This is an optimization exercise on Yosys and OpenROAD, whose aim is small area, a short achievable clock period and few clock cycles per item, not a production implementation. Where RTL was checked, it was by simulation tests only, not by an equivalence proof against the original. For run 2, only the layout was checked, not whether the RTL still works. Power is estimated from default activity; no workload was simulated.

==> flow/design.v <==
package ukf_pkg;
    localparam int DEPTH_DEF      = 16;
    localparam int KEY_WIDTH_DEF  = 32;
    localparam int DATA_WIDTH_DEF = 32;
    localparam int STATUS_W = 3;
    localparam logic [STATUS_W-1:0] ST_ENQUEUED  = 3'd0;
    localparam logic [STATUS_W-1:0] ST_DUPLICATE = 3'd1;
    localparam logic [STATUS_W-1:0] ST_FULL      = 3'd2;
    localparam logic [STATUS_W-1:0] ST_DEQUEUED  = 3'd3;
    localparam logic [STATUS_W-1:0] ST_EMPTY     = 3'd4;
    localparam logic REQ_ENQUEUE = 1'b0;
    localparam logic REQ_DEQUEUE = 1'b1;
    typedef struct packed {
        logic load;      
        logic scan;      
        logic read;      
        logic commit;    
    } ukf_cmd_t;
    typedef struct packed {
        logic empty;
        logic scan_hit;
        logic scan_last;
        logic out_free;
    } ukf_stat_t;
endpackage
import ukf_pkg::*;
module ukf_dpath
#(
    parameter int DEPTH      = ukf_pkg::DEPTH_DEF,
    parameter int KEY_WIDTH  = ukf_pkg::KEY_WIDTH_DEF,
    parameter int DATA_WIDTH = ukf_pkg::DATA_WIDTH_DEF,
    localparam int OCC_W     = $clog2(DEPTH + 1),
    localparam int IN_W      = ((KEY_WIDTH + DATA_WIDTH + 7) / 8) * 8,
    localparam int OUT_W     = ((OCC_W + KEY_WIDTH + DATA_WIDTH + 7) / 8) * 8
)
(
    input  logic                clk,
    input  logic                rst_n,
    input  logic                s_tvalid,
    output logic                s_tready,
    input  logic [IN_W-1:0]     s_tdata,
    input  logic                s_tuser,
    output logic                m_tvalid,
    input  logic                m_tready,
    output logic [OUT_W-1:0]    m_tdata,
    output logic [ukf_pkg::STATUS_W-1:0] m_tuser
);
    localparam int PTR_W = $clog2(DEPTH);
    localparam int ENT_W = KEY_WIDTH + DATA_WIDTH;
    logic                  in_valid;
    logic                  in_req;
    logic [KEY_WIDTH-1:0]  in_key;
    logic [DATA_WIDTH-1:0] in_data;
    logic [DEPTH-1:0]      valid;
    logic [DEPTH-1:0]      head_oh;         
    logic [DEPTH-1:0]      tail_oh;         
    logic [OCC_W-1:0]      count;
    logic [KEY_WIDTH-1:0]  key_mem  [DEPTH];
    logic [DATA_WIDTH-1:0] data_mem [DEPTH];
    logic                  skid_valid;      
    logic [STATUS_W-1:0]   skid_status;
    logic [OCC_W-1:0]      skid_occ;
    logic                  out_valid;
    logic [STATUS_W-1:0]   out_status;
    logic [OCC_W-1:0]      out_occ;
    logic [ENT_W-1:0]      out_ent;
    logic                  full;
    logic                  empty;
    logic                  fire;
    logic                  wr_en;
    logic [DEPTH-1:0]      match_reg;
    logic [DEPTH-1:0]      match_in;
    logic [DEPTH-1:0]      byp_oh;
    logic                  byp_hit_in;
    logic                  byp_hit;
    logic                  byp_en;
    logic [DEPTH-1:0]      rd_oh;           
    logic [DEPTH-1:0]      head_oh_next;
    logic                  skid_next;
    logic [KEY_WIDTH-1:0]  s_key;
    logic                  dup;
    logic                  enq_ok;
    logic                  deq_ok;
    logic [STATUS_W-1:0]   p_status;
    logic [OCC_W-1:0]      p_occ;
    logic [OCC_W-1:0]      occ_enq;
    logic [OCC_W-1:0]      occ_deq;
    logic [STATUS_W-1:0]   st_enq;
    logic [STATUS_W-1:0]   st_deq;
    logic                  busy_reg;
    logic                  out_load;
    logic                  rd_take;
    logic [ENT_W-1:0]      rd_raw;
    logic [ENT_W-1:0]      rd_ent;
    assign full     = (count == OCC_W'(DEPTH));
    assign empty    = (count == '0);
    assign s_tready = !busy_reg;
    assign fire     = in_valid && !skid_valid;
    assign wr_en    = in_valid && (in_req == REQ_ENQUEUE) && !skid_valid && !full;
    assign s_key = s_tdata[KEY_WIDTH-1:0];
    always_comb
    begin
        for (int i = 0; i < DEPTH; i++)
        begin
            match_in[i] = (key_mem[i] == s_key);
        end
    end
    assign byp_hit_in = (in_key == s_key);
    assign byp_oh     = {tail_oh[0], tail_oh[DEPTH-1:1]};
    assign dup        = (byp_en && byp_hit) || |(match_reg & valid & ~(byp_oh & {DEPTH{byp_en}}));
    assign enq_ok = fire && (in_req == REQ_ENQUEUE) && !dup && !full;
    assign deq_ok = fire && (in_req == REQ_DEQUEUE) && !empty;
    assign occ_enq = full  ? count : count + OCC_W'(1);
    assign occ_deq = empty ? count : count - OCC_W'(1);
    assign st_enq  = full  ? ST_FULL : ST_ENQUEUED;
    assign st_deq  = empty ? ST_EMPTY : ST_DEQUEUED;
    always_comb
    begin
        if (in_req == REQ_DEQUEUE)
        begin
            p_status = st_deq;
            p_occ    = fire ? occ_deq : count;
        end
        else
        begin
            p_status = dup ? ST_DUPLICATE : st_enq;
            p_occ    = (fire && !dup) ? occ_enq : count;
        end
    end
    assign out_load = !out_valid || m_tready;
    assign skid_next = out_valid && !m_tready && (skid_valid || in_valid);
    assign rd_take   = skid_valid ? (skid_status == ST_DEQUEUED) : deq_ok;
    always_comb
    begin
        rd_raw = '0;
        for (int i = 0; i < DEPTH; i++)
        begin
            rd_raw = rd_raw | ({ENT_W{rd_oh[i]}} & {data_mem[i], key_mem[i]});
        end
    end
    assign rd_ent = rd_take ? rd_raw : '0;
    assign head_oh_next = deq_ok ? {head_oh[DEPTH-2:0], head_oh[DEPTH-1]} : head_oh;
    always_ff @(posedge clk or negedge rst_n)
    begin
        if (!rst_n)
        begin
            rd_oh <= DEPTH'(1);
        end
        else if (!skid_next)
        begin
            rd_oh <= head_oh_next;
        end
        else if (!skid_valid)
        begin
            rd_oh <= head_oh;
        end
    end
    always_ff @(posedge clk)
    begin
        if (!skid_valid)
        begin
            in_req  <= s_tuser;
            in_key  <= s_key;
            match_reg <= match_in;
            byp_hit   <= byp_hit_in;
            byp_en    <= enq_ok;
            in_data <= s_tdata[KEY_WIDTH +: DATA_WIDTH];
        end
        for (int i = 0; i < DEPTH; i++)
        begin
            if (wr_en && tail_oh[i])
            begin
                key_mem[i]  <= in_key;
                data_mem[i] <= in_data;
            end
        end
        if (fire)
        begin
            skid_status <= p_status;
            skid_occ    <= p_occ;
        end
        if (out_load)
        begin
            out_status <= skid_valid ? skid_status : p_status;
            out_occ    <= skid_valid ? skid_occ : p_occ;
            out_ent    <= rd_ent;
        end
    end
    always_ff @(posedge clk or negedge rst_n)
    begin
        if (!rst_n)
        begin
            in_valid   <= 1'b0;
            valid      <= '0;
            head_oh    <= DEPTH'(1);
            tail_oh    <= DEPTH'(1);
            count      <= '0;
            skid_valid <= 1'b0;
            busy_reg   <= 1'b0;
            out_valid  <= 1'b0;
        end
        else
        begin
            if (!skid_valid)
            begin
                in_valid <= s_tvalid;
            end
            if (enq_ok)
            begin
                valid   <= valid | tail_oh;
                tail_oh <= {tail_oh[DEPTH-2:0], tail_oh[DEPTH-1]};
            end
            if (deq_ok)
            begin
                valid   <= valid & ~head_oh;
                head_oh <= head_oh_next;
            end
            count <= p_occ;
            busy_reg <= !m_tready && (busy_reg || (in_valid && out_valid));
            if (out_load)
            begin
                out_valid  <= skid_valid || fire;
                skid_valid <= 1'b0;
            end
            else if (fire)
            begin
                skid_valid <= 1'b1;
            end
        end
    end
    assign m_tvalid = out_valid;
    assign m_tuser  = out_status;
    assign m_tdata  = OUT_W'({out_ent, out_occ});
endmodule
import ukf_pkg::*;
module unique_key_fifo_unit
#(
    parameter int DEPTH      = ukf_pkg::DEPTH_DEF,
    parameter int KEY_WIDTH  = ukf_pkg::KEY_WIDTH_DEF,
    parameter int DATA_WIDTH = ukf_pkg::DATA_WIDTH_DEF,
    localparam int OCC_W     = $clog2(DEPTH + 1),
    localparam int IN_W      = ((KEY_WIDTH + DATA_WIDTH + 7) / 8) * 8,
    localparam int OUT_W     = ((OCC_W + KEY_WIDTH + DATA_WIDTH + 7) / 8) * 8
)
(
    input  logic                clk,
    input  logic                rst_n,
    input  logic                s_tvalid,
    output logic                s_tready,
    input  logic [IN_W-1:0]     s_tdata,
    input  logic                s_tuser,
    output logic                m_tvalid,
    input  logic                m_tready,
    output logic [OUT_W-1:0]    m_tdata,
    output logic [ukf_pkg::STATUS_W-1:0] m_tuser
);
    ukf_dpath #(
        .DEPTH      (DEPTH),
        .KEY_WIDTH  (KEY_WIDTH),
        .DATA_WIDTH (DATA_WIDTH)
    ) u_dpath (
        .clk      (clk),
        .rst_n    (rst_n),
        .s_tvalid (s_tvalid),
        .s_tready (s_tready),
        .s_tdata  (s_tdata),
        .s_tuser  (s_tuser),
        .m_tvalid (m_tvalid),
        .m_tready (m_tready),
        .m_tdata  (m_tdata),
        .m_tuser  (m_tuser)
    );
endmodule
==> flow/run.sh <==
#!/bin/bash
# synth_recipe.tcl (not shown) runs the flow's synth.tcl, then flattens the netlist and writes it again
# the make line also repeats each setting of config.mk as NAME=value (left out here)
make -C /OpenROAD-flow-scripts/flow DESIGN_CONFIG=/design/flow/config.mk WORK_HOME=/design/flow/orfs CLKGATE_MAP_FILE= SYNTH_SCRIPT=/design/flow/synth_recipe.tcl finish
==> flow/config.mk <==
export PLATFORM = sky130hd
export DESIGN_NAME = unique_key_fifo_unit
export DESIGN_NICKNAME = unique_key_fifo_unit
export VERILOG_FILES = /design/flow/design.v
export SDC_FILE = /design/flow/constraint.sdc
export NUM_CORES = 4
export LEC_CHECK = 0
export CAP_MARGIN = 20
export CORE_MARGIN = 2
export CORE_UTILIZATION = 60
export CTS_CLUSTER_DIAMETER = 60
export CTS_CLUSTER_SIZE = 30
export SETUP_SLACK_MARGIN = 3.5
export SLEW_MARGIN = 20
==> flow/constraint.sdc <==
create_clock -name core_clock -period 6.0 [get_ports {clk}]
set_input_delay 1.2000 -clock core_clock [delete_from_list [all_inputs] [get_ports {clk}]]
set_output_delay 1.2000 -clock core_clock [all_outputs]
set_load 0.01 [all_outputs]
==> results.ini, run 1 <==
[run_status]
status=complete, no violations

[setup_path]
r2r-end=u_dpath.out_ent[17]
endpoint_kind=flop
required_ps=6580
ff2ff_path_depth=5
regToRegSetupSlack_ps=3450
path_class=in -> reg
cp.arrival_ps=3180
crit_start=s_tdata[10]
startpoint_type=input pin
cp_max_fo=11
rr_startpoint=u_dpath.rd_oh[7]

[synthesis]
synthMuxAreaShare_pct=0.416
synthAdderAreaFrac_pct=0.0490
synth-simple-area-share_pct=4.63
ys.flop_type=edfxtp_1
synth_edf_count=1187
syn_avg_cell_area_sq_um=16.3
synth_area_sq_mm=0.0511
synth_xor_area_share_pct=9.36
yosys_register_bits=1260
yosys_warnings=3
ys_seq_area_share_pct=73.3
synth_compound_area_share_pct=10.4
synth_top_family_by_area=compound AO/OA/AOI/OAI gates
syn_inst=3129
synth_cell_types=57
ys_async_sr_fraction_pct=5.79

[min_path]
hold_end=u_dpath.valid[6]
hold_path_class=reg -> reg
whs_path_depth=1
hold_start=u_dpath.valid[6]

[timing]
finalSetupTns_ps=0
rsz0062_at_grt=true
min_period_ps=2600
setup_ws_ps=3400
fmax_mhz=385
worst_clock_skew_ps=58.6
worstMarginPinSlew_ps=1200
hold_viol_final=0
post-route-period-util_pct=43.3
slew_viol_final=0
setup_viol=0
max_slew_margin_pct=19.8

[cells_and_area]
layout.nets=3446
top_regs=u_dpath.data_mem x512, u_dpath.key_mem x512, u_dpath.out_ent x64
layout_common_cells=edfxtp_1, xor2_1, a22o_1
drive_gt1_share_pct=18.3
area_delta_synth_final_pct=16.7
fin_util_pct=70.4
fin_cells=4604
final_area_sq_mm=0.0596
layout_commonest_cell=edfxtp_1

[place]
place_area_sq_mm=0.0540
dp_hpwl_mm=121
port_buffers=142
gp_congestion=1.14
pre_cts_slack_ps=1520
place_inst=4297

[global_routing]
antenna_found_initial=9
grt_overflow=0
grt_pass1_vias=31600
grt_max_degree=74
grt_pass1_wl_mm=275
grt_use_total_pct=47.4

[job]
maxCapViolations=0

[clock_network]
clkTransAtPathRegs_ps=90
cts_tree=yes
cts_buffers=91
cts_max_path_buffers=3
cts.sink_count=1260
insertion_delay_ps=740
cts-htree-levels=3
root_buffer=clkbuf_16

[pwr]
clock_power_share_pct=34.3
p_leak_nw=20.4
switching_share_pct=30.9
p_int_w=0.0143
comb_power_share_pct=13.6
power.switching_w=0.00638
vdd_drop_max_v=0.000304
power-per-cell-area_mw_per_mm2=347
power_frac_seq_pct=52.1

[floorplan]
die_x_um=296
die_h_um=296
start_util_pct=60.3
core_sq_mm=0.0847
std_cell_rows=107
io_pins=146
die_area_sq_mm=0.0875

[drt]
drt_wl_total_mm=207
ant_nets=0
drc=0
drtIter0Drc=6720
viasPerCell=7.51
firstDrtPassIters=6
vias=34600
wl_per_cell_um=44.9

through the flow:
stage / total power, W / hold slack, ps
after floorplan: 0.0120 / 455
after global placement: 0.0134 / 478
after detailed placement: 0.0134 / 487
after CTS: 0.0204 / 506
after global routing: 0.0210 / 516
final: 0.0207 / 507
cells by family after synthesis:
kind of cell	after synthesis
DFF	1260
AOI/OAI and AO/OA	664
xor gates and xnor gates	546
and+or+nand+nor	421
buffers and inverters	216
muxes	19
adders and majority gates	2
other	1
power groups by stage:
stage | sequential, W | combinational [W] | clock [W]
floorplan | 0.0105 | 0.00150 | 0
global placement | 0.0110 | 0.00243 | 0
detailed placement | 0.0110 | 0.00245 | 0
CTS | 0.0107 | 0.00266 | 0.00705
global route | 0.0107 | 0.00287 | 0.00735
finish | 0.0108 | 0.00281 | 0.00709
area by class of cell:
| cell class | count | area, sq um |
|---|---|---|
| flip-flops and latches | 1260 | 37500 |
| fillers | 5467 | 25100 |
| multi-input cells | 1677 | 13800 |
| repair buffers | 334 | 3250 |
| clock buffers | 94 | 2290 |
| well taps | 1144 | 1430 |
| clock inverters | 76 | 1220 |
| inverters | 10 | 52.6 |
| diodes | 8 | 20.0 |
| repair inverters | 1 | 7.51 |
cells in the mapped netlist, types with 65 or more instances:
library cell / instances / share of area, %
nand2_1: 75 / 0.55
a22o_1: 207 / 3.5
dfrtp_1: 70 / 3.4
a31oi_1: 70 / 0.86
edfxtp_1: 1187 / 70
a221oi_1: 193 / 3.3
and3_1: 65 / 0.80
xor2_1: 544 / 9.3
clkbuf_1: 124 / 0.91
a22oi_1: 130 / 1.9
nor4_1: 138 / 1.7
worst max-delay path: stages:
cell and delay, ps:
clkdlybuf4s15_2 330, buf_4 300, xor2_1 240, nor4_2 330
nand4_1 520, nor2_1 250
how the worst max path moves through the flow:
stage	to	slack [ps]
detailed placement	u_dpath.match_reg[4]	1520
floorplan	u_dpath.out_occ[0]	3120
global route	m_tdata[31]	3400
CTS	m_tdata[42]	3420
global placement	u_dpath.match_reg[3]	1430
finish	u_dpath.match_reg[4]	3400
per-layer routing:
layer / vias up / global-route usage, % / wire length [um]
met1: 17300 / 62.6 / 70000
li1: 13000 / - / -
met4: 8 / 32.0 / 18000
met2: 3493 / 68.0 / 88400
met5: - / 0 / 206
met3: 769 / 14.8 / 30400
what timing repair did:
item / CTS / global route
pin swaps: 21 / 15
buffers inserted: 75 / 28
cloned: 26 / 0
endpoints found under the setup margin: 1296 / 710
resized for setup: 492 / 56
hold buffers: 0 / 0
Testbench counts, summed over its fixed seeds: cycles 19,216, items 19,200.
==> inputs of run 2 (changes only) <==
--- a/flow/design.v
+++ b/flow/design.v
@@ -84,6 +84,8 @@
     logic [STATUS_W-1:0]   p_status;
     logic [OCC_W-1:0]      p_occ;
     logic [OCC_W-1:0]      occ_enq;
+    logic [OCC_W-1:0]      count_p1;
+    logic [OCC_W-1:0]      count_m1;
     logic [OCC_W-1:0]      occ_deq;
     logic [STATUS_W-1:0]   st_enq;
     logic [STATUS_W-1:0]   st_deq;
@@ -110,8 +112,8 @@
     assign dup        = (byp_en && byp_hit) || |(match_reg & valid & ~(byp_oh & {DEPTH{byp_en}}));
     assign enq_ok = fire && (in_req == REQ_ENQUEUE) && !dup && !full;
     assign deq_ok = fire && (in_req == REQ_DEQUEUE) && !empty;
-    assign occ_enq = full  ? count : count + OCC_W'(1);
-    assign occ_deq = empty ? count : count - OCC_W'(1);
+    assign occ_enq = full  ? count : count_p1;
+    assign occ_deq = empty ? count : count_m1;
     assign st_enq  = full  ? ST_FULL : ST_ENQUEUED;
     assign st_deq  = empty ? ST_EMPTY : ST_DEQUEUED;
     always_comb
@@ -195,6 +197,8 @@
             head_oh    <= DEPTH'(1);
             tail_oh    <= DEPTH'(1);
             count      <= '0;
+            count_p1   <= OCC_W'(1);
+            count_m1   <= '1;
             skid_valid <= 1'b0;
             busy_reg   <= 1'b0;
             out_valid  <= 1'b0;
@@ -216,6 +220,16 @@
                 head_oh <= head_oh_next;
             end
             count <= p_occ;
+            if (enq_ok)
+            begin
+                count_p1 <= count_p1 + OCC_W'(1);
+                count_m1 <= count;
+            end
+            else if (deq_ok)
+            begin
+                count_p1 <= count;
+                count_m1 <= count_m1 - OCC_W'(1);
+            end
             busy_reg <= !m_tready && (busy_reg || (in_valid && out_valid));
             if (out_load)
             begin
==> run 2 against run 1 <==
Net effect:
- still clean
- routed wire length fell by 0.12%
- combinational power fell by 1%
- non-clock buffer count rose by 17
- clock-buffer cell count fell by 6
- hold slack got worse by 2.3 ps
- synthesized cell count rose by 0.70%
- highest routed layer unchanged
==> results.ini, run 2 <==
[run_status]
status=complete, no violations

[drt]
ant_nets=0
drtIter0Drc=7638
drt_wl_total_mm=207
viasPerCell=7.62
firstDrtPassIters=6
vias=35300
drc=0
wl_per_cell_um=44.6

[timing]
worst_clock_skew_ps=44.9
worstMarginPinSlew_ps=1040
hold_viol_final=0
max_slew_margin_pct=30.9
min_period_ps=2600
slew_viol_final=0
fmax_mhz=385
setup_viol=0
finalSetupTns_ps=0
post-route-period-util_pct=43.3
hold-worst-slack_ps=504
rsz0062_at_grt=true

[synthesis]
ys_seq_area_share_pct=73.2
yosys_register_bits=1270
synth_area_sq_mm=0.0515
ys_async_sr_fraction_pct=6.54
syn_avg_cell_area_sq_um=16.4
ys.flop_type=edfxtp_1
yosysTopAreaCellShare_pct=69.2
synth_commonest_cells=edfxtp_1, xor2_1, a22o_1
yosys_warnings=3
synth_edf_count=1187
syn_inst=3151
synth_top_cell_by_area=edfxtp_1
synth_cell_types=56
synth_area_leaders=edfxtp_1, xor2_1, dfrtp_1
synth.most_common_cell=edfxtp_1

[cells_and_area]
fin_cells=4634
top_regs=u_dpath.data_mem x512, u_dpath.key_mem x512, u_dpath.out_ent x64
area_delta_synth_final_pct=16.3
layout_commonest_cell=edfxtp_1
layout_common_cells=edfxtp_1, xor2_1, a22o_1
layout.nets=3483
drive_gt1_share_pct=19.3

[pwr]
clock_power_share_pct=33.3
p_int_w=0.0142
power_frac_seq_pct=53.1
p_leak_nw=20.5
switching_share_pct=30.1
comb_power_share_pct=13.6
power-per-cell-area_mw_per_mm2=339
vdd_drop_max_v=0.000277
power.switching_w=0.00612

[clock_network]
cts-htree-levels=3
cts.sink_count=1270
cts_tree=yes
cts_buffers=87
cts_max_path_buffers=3
clkTransAtPathRegs_ps=100
postCtsHoldBufs=0
root_buffer=clkbuf_16
insertion_delay_ps=710

[floorplan]
std_cell_rows=107
start_util_pct=60.5
die_area_sq_mm=0.0883
die_h_um=297
core_sq_mm=0.0851
io_pins=146
die_x_um=297

[global_routing]
grt_pass1_wl_mm=275
grt_use_total_pct=45.8
grt_overflow=0
grt_pass1_vias=32200
antenna_found_initial=15
grt_max_degree=84

[setup_path]
path_class=reg -> reg
regToRegSetupSlack_ps=3400
cp_max_fo=25
endpoint_kind=flop
startpoint_type=flop
required_ps=6410
cp.arrival_ps=3020

[place]
dp_hpwl_mm=115
gp_congestion=1.10
port_buffers=142
place_inst=4322

[min_path]
hold_path_class=reg -> reg

[job]
maxCapViolations=0

==> run 2: cell count changes after synthesis, moves of 6 or more <==
cell / previous run / this run
mux2i_1: 1 / 18
a21oi_1: 25 / 32
buf_2: 42 / 11
nor2_1: 42 / 32
inv_1: 9 / 27
a31o_2: 0 / 16
nand3_1: 22 / 5
nand2_1: 75 / 42
mux2_1: 12 / 0
clkbuf_1: 124 / 160
dfstp_2: 3 / 9
mux2_2: 6 / 19
==> run 2: through the flow <==
stage                     setup WS (ps)  area (sq um)  total power [W]  util [%]
after floorplan                    2970         51700           0.0120         -
after global placement             1650         54400           0.0133      63.9
after detailed placement           1750         54400           0.0134      63.9
after CTS                          3460         59400           0.0201      69.7
after global routing               3430         59900           0.0207      70.4
final                              3400         59900           0.0203      70.4
==> run 2: cells by family after synthesis <==
group / count (synthesis) / share of synthesized area [%]
other: 1 / 0.00728
DFF: 1270 / 73.2
muxes: 37 / 0.765
adders and majority gates: 2 / 0.0485
AOI/OAI and AO/OA: 700 / 10.9
buffers and inverters: 238 / 1.82
xor gates and xnor gates: 545 / 9.26
and+or+nand+nor: 358 / 4.02
==> run 2: timing repair <==
| action | CTS | global route |
|---|---|---|
| pin swaps | 38 | 23 |
| setup endpoints to repair | 1251 | 280 |
| endpoints found under the hold margin | 0 | 0 |
| cloned | 29 | 4 |
| gates resized for setup | 466 | 95 |
| buffers inserted | 78 | 34 |
==> run 2: final timing paths <==
path / startpoint / end / cells past startpoint
worst min-delay path: u_dpath.valid[6] / u_dpath.valid[6] / 1
min in group asynchronous: rst_n / u_dpath.count[3] / 1
worst max register to register: u_dpath.rd_oh[6] / u_dpath.out_ent[9] / 4
worst min register to register: u_dpath.valid[6] / u_dpath.valid[6] / 1
max in group asynchronous: rst_n / u_dpath.rd_oh[3] / 1
worst max-delay path: u_dpath.rd_oh[6] / u_dpath.out_ent[9] / 4
==> run 2: final cells by class <==
type | instances | area [sq um]
Fill cell | 5525 | 25200
Multi-Input combinational cell | 1674 | 14000
Antenna cell | 5 | 12.5
Tap cell | 1144 | 1430
Sequential cell | 1270 | 37800
Clock buffer | 88 | 2200
Timing Repair Buffer | 351 | 3320
Inverter | 28 | 115
Clock inverter | 74 | 1050
==> run 2: critical path, cell delays in order, from the launching register on <==
cell and delay (ps):
dfrtp_4 770, buf_4 560, a221oi_1 160, and3_1 280, a31oi_1 430
==> run 2: power groups by stage <==
| stage | Combinational (W) | Sequential, W | Clock [W] |
|---|---|---|---|
| final | 0.00277 | 0.0108 | 0.00676 |
| after global routing | 0.00283 | 0.0108 | 0.00705 |
| after CTS | 0.00261 | 0.0107 | 0.00674 |
| after detailed placement | 0.00233 | 0.0110 | 0 |
| after global placement | 0.00231 | 0.0110 | 0 |
| after floorplan | 0.00141 | 0.0106 | 0 |
==> run 2: metal layers <==
metal	wire length, um	global-route usage [%]	part of all wire (%)	up-vias
met5	97	0	0.047	-
met1	71200	62.9	34	17700
met2	88000	65.6	43	3726
met3	33000	14.7	16	722
met4	14400	24.7	7.0	14
li1	-	-	-	13200

==> port drivers added, routing unchanged <==
Ports are ideal in the flow. The routed layouts listed here were re-timed in OpenROAD. Step 1: set_driving_cell puts a clkbuf_16 on clk and a buf_2 on each other input, an assumption about the parent block. Step 2 times the ports against the registers' clock, not the clock port: input delays grow and output delays shrink by t, the midpoint of the rising clock arrivals with the driver on. Three values: ideal ports, drivers, drivers and shift; two values: the first two.
run	t (ns)	slack for setup (ns)	worst slew at a driven data input, ns
run 1	0.787	3.401 / 3.349 / 2.615	0.10
run 2	0.758	3.400 / 3.389 / 2.688	0.08
After both steps setup and hold are still met in every run listed. For run 1, which loses most, drivers alone change the setup slack by -0.052 ns; drivers and shift together by -0.786 ns.
